Source: an optimization exercise on an open RTL-to-GDS flow (aim: small area, a short achievable clock period and few clock cycles per item). Production flows keep margins and buffers that such runs may drop. Only simulation tests tie the RTL to the original design; equivalence was not proved. Power is estimated from default activity; no workload was simulated.

Setup of epsilon:
// ram_sp_rsp
module ram_sp_rsp #(
  parameter int AW    = 9,
  parameter int DW    = 8,
  parameter int DEPTH = 384,
  parameter int CW    = 16,
  parameter int RQ    = 5,     
  parameter int K     = 4,     
  parameter int NP    = 8      
) (
  input  logic          clk,
  input  logic          reset,
  input  logic          req_valid,
  output logic          req_ready,
  input  logic          req_we,
  input  logic          req_oe,
  input  logic [AW-1:0] req_addr,
  input  logic [DW-1:0] req_wdata,
  output logic          rsp_valid,
  input  logic          rsp_ready,
  output logic [DW-1:0] rsp_rdata,
  output logic          rsp_err,
  output logic [CW-1:0] wr_cnt,
  output logic [CW-1:0] rd_cnt
);
  localparam int KW  = 2;                     
  localparam int NR  = DEPTH / K;             
  localparam int RG  = (NR + 7) / 8;          
  localparam int CAP = RQ + 1;                
  localparam int OW  = $clog2(CAP + 1);
  localparam int PW  = $clog2(RQ);
  localparam int NW  = $clog2(NP + 1);
  logic          r_v;
  logic          r_we;
  logic          r_oe;
  logic          r_inr;
  logic [AW-1:0] r_addr;
  logic [DW-1:0] r_wdata;
  logic [NR-1:0] r_rs;          
  logic          r_s_el;        
  logic          r_h_v;
  logic [DW-1:0] r_h_d;
  logic          r_h_e;
  logic [DW-1:0] r_q_d [RQ];
  logic          r_q_e [RQ];
  logic [PW-1:0] r_q_wp;
  logic [PW-1:0] r_q_rp;
  logic [OW-1:0] r_q_n;
  logic          w_q_wr;
  logic          r_rdy;
  logic [OW-1:0] r_out;         
  logic [CW-1:0] r_wr_cnt;
  logic [CW-1:0] r_rd_cnt;
  logic          w_acc;
  logic          w_inr;
  logic          w_acc_wr;
  logic          w_acc_rd;
  logic          w_pop;
  logic          w_s_wr;
  logic          w_s_rd;
  logic [KW-1:0] r_ph;
  logic [KW-1:0] w_el_nx;       
  logic [KW-1:0] w_el_nx2;      
  logic [DW-1:0] r_ring [NR][K];
  logic          r_c_v;
  logic [DW-1:0] r_c_d;
  logic [RG-1:0] r_c_rh;        
  logic [7:0]    r_c_rl;
  logic          r_c_from_s;    
  logic [NP-1:0] r_c_sel;       
  ...
Size: about 7900 cells after synthesis, ~3600 flip-flops, ~66 I/O pins, about 110000 sq um of cells after synthesis.
==> flow/config.mk <==
export PLATFORM = sky130hd
export DESIGN_NAME = ram_sp_rsp
export DESIGN_NICKNAME = ram_sp_rsp
export VERILOG_FILES = /design/flow/design.v
export SDC_FILE = /design/flow/constraint.sdc
export NUM_CORES = 4
export LEC_CHECK = 0
export ABC_CLOCK_PERIOD_IN_PS = 2500
export CAP_MARGIN = 20
export CORE_MARGIN = 2
export CORE_UTILIZATION = 35
export CTS_BUF_LIST = sky130_fd_sc_hd__clkbuf_16
export CTS_CLUSTER_DIAMETER = 60
export CTS_CLUSTER_SIZE = 20
export SETUP_SLACK_MARGIN = 2.5
export SLEW_MARGIN = 20
==> flow/constraint.sdc <==
create_clock -name core_clock -period 5.0 [get_ports {clk}]
set_input_delay 1.0000 -clock core_clock [delete_from_list [all_inputs] [get_ports {clk}]]
set_output_delay 1.0000 -clock core_clock [all_outputs]
set_load 0.01 [all_outputs]
run.sh (not shown) runs the stock make flow with config.mk's settings and CLKGATE_MAP_FILE= SYNTH_SCRIPT=/design/flow/synth_recipe.tcl, a recipe that flattens the netlist after the stock synthesis.
Looking at the reports, epsilon completed the entire flow and the layout it produced met the timing, DRC and antenna checks.
Testbench counts of epsilon, summed over its fixed seeds: cycles 240,086, items 240,000.
Input changes introduced in gamma (baseline for comparison: epsilon):
Settings: a change of CTS_CLUSTER_SIZE from 20 to 24; an added ABC_AREA of 1; a change of CTS_CLUSTER_DIAMETER from 60 to 80.
### Flow results
- Relative to epsilon, post-synthesis compound-gate area fraction has gone down in gamma.
- Status: clock skew after layout parity (epsilon, gamma)
- Core utilization: gamma vs epsilon down 0.69 points
- Changes observed in gamma relative to epsilon: post-CTS setup buffer count shrank by 21; worst supply voltage drop on vdd -18%; area of the multi-input gates increased by 240 sq um relative to the old numbers.
- In terms of post-synthesis share of cell area spent on full adders, half adders and majority gates, gamma and epsilon differ only marginally.
- Between epsilon and gamma, the setup slack is lower for gamma.


ram_sp_rsp again, from the RTL that the note above started with.
==> flow/config.mk <==
export PLATFORM = sky130hd
export DESIGN_NAME = ram_sp_rsp
export DESIGN_NICKNAME = ram_sp_rsp
export VERILOG_FILES = /design/flow/design.v
export SDC_FILE = /design/flow/constraint.sdc
export NUM_CORES = 4
export LEC_CHECK = 0
export ABC_CLOCK_PERIOD_IN_PS = 2500
export CAP_MARGIN = 20
export CORE_MARGIN = 2
export CORE_UTILIZATION = 35
export CTS_BUF_LIST = sky130_fd_sc_hd__clkbuf_16
export CTS_CLUSTER_DIAMETER = 80
export CTS_CLUSTER_SIZE = 24
export SETUP_SLACK_MARGIN = 2.6
export SLEW_MARGIN = 20
==> flow/constraint.sdc <==
create_clock -name core_clock -period 5.0 [get_ports {clk}]
set_input_delay 1.0000 -clock core_clock [delete_from_list [all_inputs] [get_ports {clk}]]
set_output_delay 1.0000 -clock core_clock [all_outputs]
set_load 0.01 [all_outputs]
Testbench counts at the start, summed over its fixed seeds: cycles 240,086, items 240,000.
Rerun with:
SETUP_SLACK_MARGIN = 2.5   (was 2.6)
Outcome: The new run finished with timing, DRC and antenna clean; global-route usage rose by 0.31 points; power fell slightly; routed wire length rose slightly; core utilization fell by 0.26 points; cell area fell slightly; hold slack degrades by 0.022 ns.

afterwards: timing with drivers on the ports:
The flow's constraints put no driver on any port. The routed layouts listed below were extracted and timed again, unchanged, in two steps.
Step 1, drivers: a clkbuf_16 drives clk and a buf_2 each remaining input, both assumed.
Step 2 also shifts input and output timing later by t, the mid clock arrival at the registers, as if the neighbouring blocks saw the same clock.
Three values: no drivers, after step 1, after step 2; two values: the first two.
run	shift t [ns]	setup slack, ns	worst data-port slew with drivers (ns)
epsilon	1.006	2.326 / 2.228 / 1.518	0.26
gamma	0.974	2.289 / 2.289 / 1.600	0.18
the first run of note 2	0.968	2.196 / 2.095 / 1.721	0.25
the second run of note 2	0.997	2.306 / 2.206 / 1.514	0.28
After both steps every run listed still meets setup and hold. The setup slack of epsilon, which loses most, moves by -0.098 ns with the drivers and by -0.808 ns with both steps.
